Context: an optimization exercise on an open-source flow, tuned for small area, a short achievable clock period and few clock cycles. The choices shown serve that exercise and are no tape-out recipe.
In this exercise RTL edits were held to simulation tests only and were not proved equivalent to the original.
Power is estimated from default activity; no workload was simulated.

## flow/design.v (module list and top-level ports; edited modules follow where they fit)
// module rtc_fields_to_epoch_seconds_unit: 1299 lines
module rtc_fields_to_epoch_seconds_unit (
  input  logic      clk,
  input  logic      rst,
  input  logic      start,
  output logic      busy,
  input  rfes_pkg::rfes_in_t  fields,
  output logic      done,
  output rfes_pkg::rfes_out_t result,
  input  logic      cfg_write,
  input  logic      cfg_index,
  input  logic      cfg_data
);
  // ...
==> flow/flow/run.sh <==
#!/bin/bash
# Standard layout, with the port buffers made of the smallest buffer cell and
# Yosys's generic fine-grained ABC pass skipped, so that the adders written as
# gates reach full-adder extraction as written.
set -euo pipefail
bash standard.sh SYNTH_ARGS=-noabc BUFFER_PORTS_ARGS="-buffer_cell sky130_fd_sc_hd__buf_1" finish > standard_flow.log 2>&1
==> flow/standard.sh <==
#!/bin/bash
# synth_recipe.tcl (not shown) runs the flow's synth.tcl, then flattens the netlist and writes it again
# the make line also repeats each setting of config.mk as NAME=value (left out here)
make -C /OpenROAD-flow-scripts/flow DESIGN_CONFIG=/design/flow/config.mk WORK_HOME=/design/flow/orfs CLKGATE_MAP_FILE= SYNTH_SCRIPT=/design/flow/synth_recipe.tcl "${@:-finish}"
==> flow/config.mk <==
export PLATFORM = sky130hd
export DESIGN_NAME = rtc_fields_to_epoch_seconds_unit
export DESIGN_NICKNAME = rtc_fields_to_epoch_seconds_unit
export VERILOG_FILES = /design/flow/design.v
export SDC_FILE = /design/flow/constraint.sdc
export NUM_CORES = 4
export LEC_CHECK = 0
export CAP_MARGIN = 20
export CORE_MARGIN = 2
export CORE_UTILIZATION = 45
export CTS_BUF_LIST = sky130_fd_sc_hd__clkbuf_8
export SETUP_SLACK_MARGIN = 4.2
export SLEW_MARGIN = 20
==> flow/constraint.sdc <==
create_clock -name core_clock -period 8.0 [get_ports {clk}]
set_input_delay 1.6000 -clock core_clock [delete_from_list [all_inputs] [get_ports {clk}]]
set_output_delay 1.6000 -clock core_clock [all_outputs]
set_load 0.01 [all_outputs]
==> results.json, run 1 <==
{
  "worst_ep_required_time_ns": 6.40,
  "grtUsageMet2": 0.300,
  "worst_setup_path_end_kind": "output port",
  "post_route_cells_drive_above_1_share": 0.0665,
  "timing.final.setup_violations": 0,
  "dpl.cell_count": 903,
  "syn2layout_area_growth_pct": 7.24,
  "drt_pre_antenna_iters": 4,
  "dr_wl_met3_um": 588,
  "power.share.clock": 0.102,
  "synth.mux.area_fraction": 0.00469,
  "cap_viol_max_count": 0,
  "internal_power_mw": 1.78,
  "fillerInstances": 1390,
  "final.setup_skew_ns": 0.0152,
  "detailed_place_hpwl_mm": 11.6,
  "floorplan.initialDensity": 0.459,
  "result_of_the_run": "no timing/DRC/antenna violations",
  "reg2regPathDepth": 13,
  "worst_r2r_endpoint": "lo_q_16",
  "hold_end": "lo_q_1",
  "worstPathBufferInverterCount": 1,
  "largest_registers": "min_q x6, sec_q x6",
  "comb_power_mw": 2.13,
  "detailroute.wirelength.met2_mm": 6.41,
  "p_total_mw": 3.18,
  "syn_inst": 690,
  "first_global_vias": 4714
}
Testbench counts, summed over its fixed seeds: cycles 2,112.
==> run 2: changes to the inputs <==
--- a/flow/config.mk
+++ b/flow/config.mk
@@ -7,7 +7,7 @@
 export LEC_CHECK = 0
 export CAP_MARGIN = 20
 export CORE_MARGIN = 2
-export CORE_UTILIZATION = 45
+export CORE_UTILIZATION = 40
 export CTS_BUF_LIST = sky130_fd_sc_hd__clkbuf_8
 export SETUP_SLACK_MARGIN = 4.2
 export SLEW_MARGIN = 20
==> results.json, run 2 <==
{
  "result_of_the_run": "no timing/DRC/antenna violations",
  "ys.flop_type": "sky130_fd_sc_hd__dfxtp_1",
  "clock_sinks": 89,
  "timing.fmax_ghz": 0.272,
  "grt_overflow_total": 0,
  "hold_ws_ns": 0.331,
  "final_wtd_congestion": 0.926,
  "first_global_vias": 4627,
  "syn_inst": 690,
  "seqPwrFrac": 0.227,
  "power.share.clock": 0.099,
  "synth.net_count": 881,
  "gr_usage_total": 0.161,
  "final.setup_skew_ns": 0.0162,
  "postSynthRegisterBits": 89,
  "setup.worst_path.class": "flip-flop to flip-flop",
  "tns_ns": 0,
  "post_route_cells_drive_above_1_share": 0.0743,
  "yosysTopAreaCellShare": 0.267,
  "category_of_the_worst_setup_path_launch_point": "flip-flop",
  "detailedRoute.firstIterationViolations": 201,
  "num_antenna_cells": 0,
  "die_h_um": 133,
  "drt-wirelength-per-cell_um": 14.2,
  "post-route-period-util": 0.459,
  "vias_per_cell": 4.84,
  "top_level_ports": 89,
  "grt_start_max_net_pins": 31,
  "maximum_fanout_along_the_worst_path": 4,
  "syn_avg_cell_area_sq_um": 9.67,
  "synth.most_common_cell": "sky130_fd_sc_hd__dfxtp_1",
  "input_output_buffers": 87,
  "timing.critical_path.slowest_stage_cell": "sky130_fd_sc_hd__fa_1",
  "floorplan.initialDensity": 0.405,
  "path_cells": "inv_1 -> fa_1 -> inv_1 -> fa_1 -> fa_1 -> fa_1 -> ha_4 -> a21oi_4 -> nand2b_1 -> a21oi_2 -> o21bai_2 -> a41oi_2 -> xnor2_1",
  "fin_util": 0.439,
  "cpPeakStageDelay_ns": 0.57,
  "worst_ep_required_time_ns": 8.31,
  "clock_path_buffers": 2,
  "core_area_sq_mm": 0.0165,
  "timing.final.max_slew_violations": 0,
  "p_switching_mw": 1.40,
  "final_hold_violations": 0,
  "ctsHoldBuffers": 0,
  "finalWirelength_mm": 13.6,
  "ys_async_sr_fraction": 0,
  "rows": 47,
  "seq_area_frac_synth": 0.267,
  "static-leakage-power_nw": 3.25,
  "synth_commonest_cells": "89 x sky130_fd_sc_hd__dfxtp_1, 79 x sky130_fd_sc_hd__inv_1, 76 x sky130_fd_sc_hd__fa_1, 61 x sky130_fd_sc_hd__ha_1, 42 x sky130_fd_sc_hd__a21oi_1",
  "finalNonFillerCells": 960,
  "timing.final.setup_violations": 0,
  "cts-buffers-inserted": 9,
  "worst_slew_pin_slew_ns": 0.576,
  "final_common_cell": "sky130_fd_sc_hd__buf_1",
  "critical-path-top-cell-by-count": "sky130_fd_sc_hd__fa_1",
  "internal_power_mw": 1.81,
  "ys_types": 62,
  "period_needed_ns": 3.67,
  "design.die.area_sq_mm": 0.0177,
  "vias": 4650,
  "cts_tree": "built",
  "maxSlewHeadroom": 0.616,
  "final_cell_mix": "84 x sky130_fd_sc_hd__buf_1, 79 x sky130_fd_sc_hd__inv_1, 76 x sky130_fd_sc_hd__dfxtp_1",
  "pwr-share-comb": 0.674,
  "detail_route.drc_violations": 0,
  "hold_path_class": "flip-flop to flip-flop",
  "first_pass_grt_wire_length_mm": 22.7,
  "syn2layout_area_growth_pct": 8.33,
  "dpl.cell_count": 940,
  "synth_edf_count": 0,
  "routed_antenna_nets": 0,
  "crit_arrival_ns": 3.99,
  "peakVddDrop_mv": 0.296,
  "ys_top_cells_by_area": "sky130_fd_sc_hd__dfxtp_1 27%, sky130_fd_sc_hd__fa_1 23%, sky130_fd_sc_hd__ha_1 11%, sky130_fd_sc_hd__inv_1 4.4%, sky130_fd_sc_hd__buf_4 3.9%",
  "drt_pre_antenna_iters": 4,
  "sw_frac_of_total": 0.437,
  "clk_root_buffer_cell": "sky130_fd_sc_hd__clkbuf_8",
  "detailed_place_hpwl_mm": 11.1,
  "largest_registers": "min_q x6, sec_q x6",
  "power-per-cell-area_mw_per_mm2": 443,
  "clock_insertion_delay_worst_skew_ns": 0.38,
  "cts.reportedPaths.clkPinSlew_ns": 0.10,
  "htreeDepth": 3,
  "number_of_antenna_violations_at_the_first_check_in_global_routing": 0,
  "syn_area_sq_mm": 0.00667,
  "yosys_warnings": 1,
  "cap_viol_max_count": 0,
  "num-nets-final": 926,
  "worst_setup_path_end_kind": "flip-flop",
  "dieWidth_um": 133,
  "rsz0062_at_grt": "yes",
  "yosysTopAreaCell": "sky130_fd_sc_hd__dfxtp_1"
}
run 2: cell counts after synthesis:
No cell type changed its count.
run 2: cell families after synthesis:
logic type      count (synthesis)  share of synthesized area
compound gates                139                      0.133
xor+xnor                       32                     0.0420
fa+ha+maj                     137                      0.343
buf+inv                       138                      0.101
flops                          89                      0.267
mux                             3                    0.00469
other cells                     1                   0.000562
simple gates                  151                      0.110
run 2: power groups by stage:
stage | clock network (mW) | registers (mW) | logic, mW
CTS | 0.329 | 0.725 | 2.06
detailed placement | 0 | 0.735 | 1.95
global route | 0.345 | 0.746 | 2.48
global placement | 0 | 0.732 | 1.94
floorplan | 0 | 0.697 | 1.67
finish | 0.318 | 0.728 | 2.16
run 2: layout make-up:
cell class	count	area (sq um)
timing repair buffer	92	368
fill	1665	9240
multi-input combinational	463	4280
sequential	89	1800
tap	220	275
clock buffer	9	124
clock inverter	7	78.8
inverter	80	300
run 2: final timing paths:
kind | from | end | slack (ns) | cells past startpoint
worst min-delay path | sec_q[0] | lo_q_0 | 0.33 | 0
worst max register to register | day_q[4] | lo_q_16 | 4.33 | 13
worst max-delay path | day_q[4] | lo_q_16 | 4.33 | 13
worst min register to register | sec_q[0] | lo_q_0 | 0.33 | 0
run 2: critical path: cells and delay by family, from the launching register on:
kind	cells	cell delay, ns
flops	1	0.38
xor+xnor	1	0.13
fa+ha+maj	5	2.24
simple gates	1	0.08
compound gates	4	0.62
buf+inv	2	0.12
run 2: routing by layer:
metal / global-route usage / wire length [um] / vias up / share of wire
met4: 0.0674 / 317 / 0 / 0.023
met3: 0.0331 / 777 / 19 / 0.057
met5: 0 / 0 / - / 0
met2: 0.243 / 5810 / 122 / 0.43
met1: 0.228 / 6710 / 2150 / 0.49
li1: - / - / 2359 / -
run 2: what timing repair did:
item | in CTS | in global routing
pin swaps | 6 | 10
gates resized for setup | 9 | 24
endpoints found under the setup margin | 6 | 11
cloned | 0 | 0
setup buffers | 2 | 2
run 2: metrics by stage:
stage	cell area, sq um	total power, mW	setup WS, ns
2_1_floorplan	6670	2.37	4.32
3_3_place_gp	6910	2.67	4.18
3_5_place_dp	6910	2.68	4.09
4_1_cts	7160	3.11	4.20
5_1_grt	7230	3.57	4.14
6_report	7230	3.20	4.33
==> run 3: changes to the inputs <==
--- a/flow/config.mk
+++ b/flow/config.mk
@@ -5,9 +5,9 @@
 export SDC_FILE = /design/flow/constraint.sdc
 export NUM_CORES = 4
 export LEC_CHECK = 0
-export CAP_MARGIN = 20
+export CAP_MARGIN = 0
 export CORE_MARGIN = 2
 export CORE_UTILIZATION = 40
 export CTS_BUF_LIST = sky130_fd_sc_hd__clkbuf_8
 export SETUP_SLACK_MARGIN = 4.2
-export SLEW_MARGIN = 20
+export SLEW_MARGIN = 0
==> results.json, run 3 <==
{
  "final.setup_skew_ns": 0.0162,
  "num-nets-final": 926,
  "cap_viol_max_count": 0,
  "rsz0062_at_grt": "yes",
  "period_needed_ns": 3.67,
  "detailed_place_hpwl_mm": 11.1,
  "clock_sinks": 89,
  "maximum_fanout_along_the_worst_path": 4,
  "clock_path_buffers": 2,
  "clk_root_buffer_cell": "sky130_fd_sc_hd__clkbuf_8",
  "result_of_the_run": "no timing/DRC/antenna violations",
  "grt_overflow_total": 0,
  "static-leakage-power_nw": 3.25,
  "input_output_buffers": 87,
  "drt_pre_antenna_iters": 4,
  "final_cell_mix": "84 x sky130_fd_sc_hd__buf_1, 79 x sky130_fd_sc_hd__inv_1, 76 x sky130_fd_sc_hd__dfxtp_1",
  "maxSlewHeadroom": 0.616,
  "design.die.area_sq_mm": 0.0177,
  "r2r_slack_ns": 4.33,
  "worst_r2r_endpoint": "lo_q_16",
  "first_pass_grt_wire_length_mm": 22.7,
  "core_area_sq_mm": 0.0165,
  "num_antenna_cells": 0,
  "ys_types": 62,
  "ys.flop_type": "sky130_fd_sc_hd__dfxtp_1",
  "final_hold_violations": 0,
  "number_of_antenna_violations_at_the_first_check_in_global_routing": 0,
  "first_global_vias": 4627,
  "finalNonFillerCells": 960,
  "detailedRoute.firstIterationViolations": 201,
  "syn2layout_area_growth_pct": 8.33,
  "timing.final.setup_violations": 0,
  "detail_route.drc_violations": 0,
  "seq_area_frac_synth": 0.267,
  "hold_ws_ns": 0.331,
  "hold_path_class": "flip-flop to flip-flop",
  "routed_antenna_nets": 0,
  "startpoint_of_the_most_critical_hold_path": "sec_q[0]",
  "synth_commonest_cells": "89 x sky130_fd_sc_hd__dfxtp_1, 79 x sky130_fd_sc_hd__inv_1, 76 x sky130_fd_sc_hd__fa_1, 61 x sky130_fd_sc_hd__ha_1, 42 x sky130_fd_sc_hd__a21oi_1",
  "vias_per_cell": 4.84,
  "fin_util": 0.439,
  "timing.final.max_slew_violations": 0,
  "grt_start_max_net_pins": 31,
  "tns_ns": 0,
  "yosysTopAreaCell": "sky130_fd_sc_hd__dfxtp_1",
  "rows": 47,
  "peakVddDrop_mv": 0.296,
  "worst_ep_required_time_ns": 8.31,
  "category_of_the_worst_setup_path_launch_point": "flip-flop",
  "htreeDepth": 3,
  "syn_inst": 690,
  "r2r-start": "day_q[4]",
  "placement.cell_area_sq_mm": 0.00691,
  "final_wtd_congestion": 0.926,
  "post_route_cells_drive_above_1_share": 0.0743,
  "yosysTopAreaCellShare": 0.267,
  "setup.worst_path.class": "flip-flop to flip-flop",
  "largest_registers": "min_q x6, sec_q x6",
  "post-route-period-util": 0.459,
  "dieWidth_um": 133,
  "hold_end": "lo_q_0",
  "ctsHoldBuffers": 0,
  "die_h_um": 133,
  "finalWirelength_mm": 13.6,
  "ys_async_sr_fraction": 0,
  "syn_area_sq_mm": 0.00667,
  "drt-wirelength-per-cell_um": 14.2,
  "final_design_area_no_fill_sq_mm": 0.00723,
  "synth.net_count": 881,
  "clock_insertion_delay_worst_skew_ns": 0.38,
  "cts.reportedPaths.clkPinSlew_ns": 0.10,
  "dpl.cell_count": 940,
  "timing.fmax_ghz": 0.272,
  "vias": 4650,
  "worst_setup_path_end_kind": "flip-flop",
  "top_level_ports": 89,
  "gr_usage_total": 0.161,
  "power-per-cell-area_mw_per_mm2": 443,
  "synth_edf_count": 0,
  "cts-buffers-inserted": 9,
  "worst_slew_pin_slew_ns": 0.576,
  "ys_top_cells_by_area": "sky130_fd_sc_hd__dfxtp_1 27%, sky130_fd_sc_hd__fa_1 23%, sky130_fd_sc_hd__ha_1 11%, sky130_fd_sc_hd__inv_1 4.4%, sky130_fd_sc_hd__buf_4 3.9%",
  "syn_avg_cell_area_sq_um": 9.67,
  "cts_tree": "built",
  "final_common_cell": "sky130_fd_sc_hd__buf_1",
  "synth.most_common_cell": "sky130_fd_sc_hd__dfxtp_1",
  "crit_arrival_ns": 3.99,
  "yosys_warnings": 1,
  "postSynthRegisterBits": 89,
  "whs_path_depth": 0,
  "floorplan.initialDensity": 0.405,
  "reg2regPathDepth": 13
}
==> run 3: cell counts in the layout (fill, tap and decap cells not counted) <==
Identical to the previous run, type by type.
==> run 3: repair_timing <==
item | CTS | global route
gates resized for setup | 9 | 24
pin swaps | 6 | 10
setup endpoints to repair | 6 | 11
setup buffers | 2 | 2
==> run 3: cells by family after synthesis <==
kind of cell,after synthesis,synth area share
flops,89,0.267
buf+inv,138,0.101
xor+xnor,32,0.0420
simple gates,151,0.110
compound gates,139,0.133
fa+ha+maj,137,0.343
other cells,1,0.000562
mux,3,0.00469
==> run 3: where the power goes <==
group	internal (mW)	switching, mW	total [mW]
Clock	0.147	0.171	0.318
Combinational	1.03	1.12	2.16
Sequential	0.625	0.103	0.728
Total	1.81	1.40	3.20
==> run 3: stage by stage <==
stage / setup slack (ns) / total power [mW]
6_report: 4.33 / 3.20
5_1_grt: 4.14 / 3.57
4_1_cts: 4.20 / 3.11
3_5_place_dp: 4.09 / 2.68
3_3_place_gp: 4.18 / 2.67
2_1_floorplan: 4.32 / 2.37
==> run 3: worst max path at each step <==
| stage | from | to | slack (ns) | depth (start not counted) |
|---|---|---|---|---|
| 3_5_place_dp | monb_q[2] | lo_q_16 | 4.09 | 13 |
| 4_1_cts | cy_q | result[28] | 4.20 | 9 |
| 5_1_grt | cy_q | result[31] | 4.14 | 8 |
| 3_3_place_gp | monb_q[2] | lo_q_16 | 4.18 | 13 |
| 6_report | day_q[4] | lo_q_16 | 4.33 | 13 |
| 2_1_floorplan | mona_q[0] | lo_q_16 | 4.32 | 14 |
==> run 3: layout make-up <==
type,count,area [sq um]
Tap cell,220,275
Fill cell,1665,9240
Timing Repair Buffer,92,368
Clock inverter,7,78.8
Sequential cell,89,1800
Clock buffer,9,124
Multi-Input combinational cell,463,4280
Inverter,80,300
==> run 3: worst max-delay path: stages, from the launching register on <==
cell and delay, ns:
sky130_fd_sc_hd__dfxtp_4 0.38, sky130_fd_sc_hd__inv_1 0.07, sky130_fd_sc_hd__fa_1 0.48, sky130_fd_sc_hd__inv_1 0.05, sky130_fd_sc_hd__fa_1 0.52, sky130_fd_sc_hd__fa_1 0.44, sky130_fd_sc_hd__fa_1 0.57, sky130_fd_sc_hd__ha_4 0.23
sky130_fd_sc_hd__a21oi_4 0.13, sky130_fd_sc_hd__nand2b_1 0.08, sky130_fd_sc_hd__a21oi_2 0.14, sky130_fd_sc_hd__o21bai_2 0.10, sky130_fd_sc_hd__a41oi_2 0.25, sky130_fd_sc_hd__xnor2_1 0.13
==> run 3: per-layer routing <==
metal | up-vias | track usage | part of all wire
li1 | 2359 | - | -
met5 | - | 0 | 0
met3 | 19 | 0.0331 | 0.057
met1 | 2150 | 0.228 | 0.49
met4 | 0 | 0.0674 | 0.023
met2 | 122 | 0.243 | 0.43

what the ideal ports hide:
The results above use ideal ports. As a check the final layouts listed here were re-extracted and re-timed, cells and wires unchanged.
Step 1: set_driving_cell puts a clkbuf_16 on clk and a buf_2 on each other input, an assumption about the parent block.
Step 2 also shifts input and output timing later by t, the mid clock arrival at the registers, as if the neighbouring blocks saw the same clock.
a / b / c = ideal ports / drivers / drivers and shift; a / b = the first two.
| run | t, ns | slack for setup (ns) | hold slack, ns | worst data-port slew with drivers (ns) |
|---|---|---|---|---|
| run 1 | 0.405 | 4.248 / 4.210 / 4.347 | 0.337 / 0.337 / 0.337 | 0.04 |
| run 2 | 0.410 | 4.325 / 4.292 / 4.325 | 0.331 / 0.331 / 0.331 | 0.04 |
| run 3 | 0.410 | 4.325 / 4.292 / 4.325 | 0.331 / 0.331 / 0.331 | 0.04 |
After both steps setup and hold are still met in every run listed.
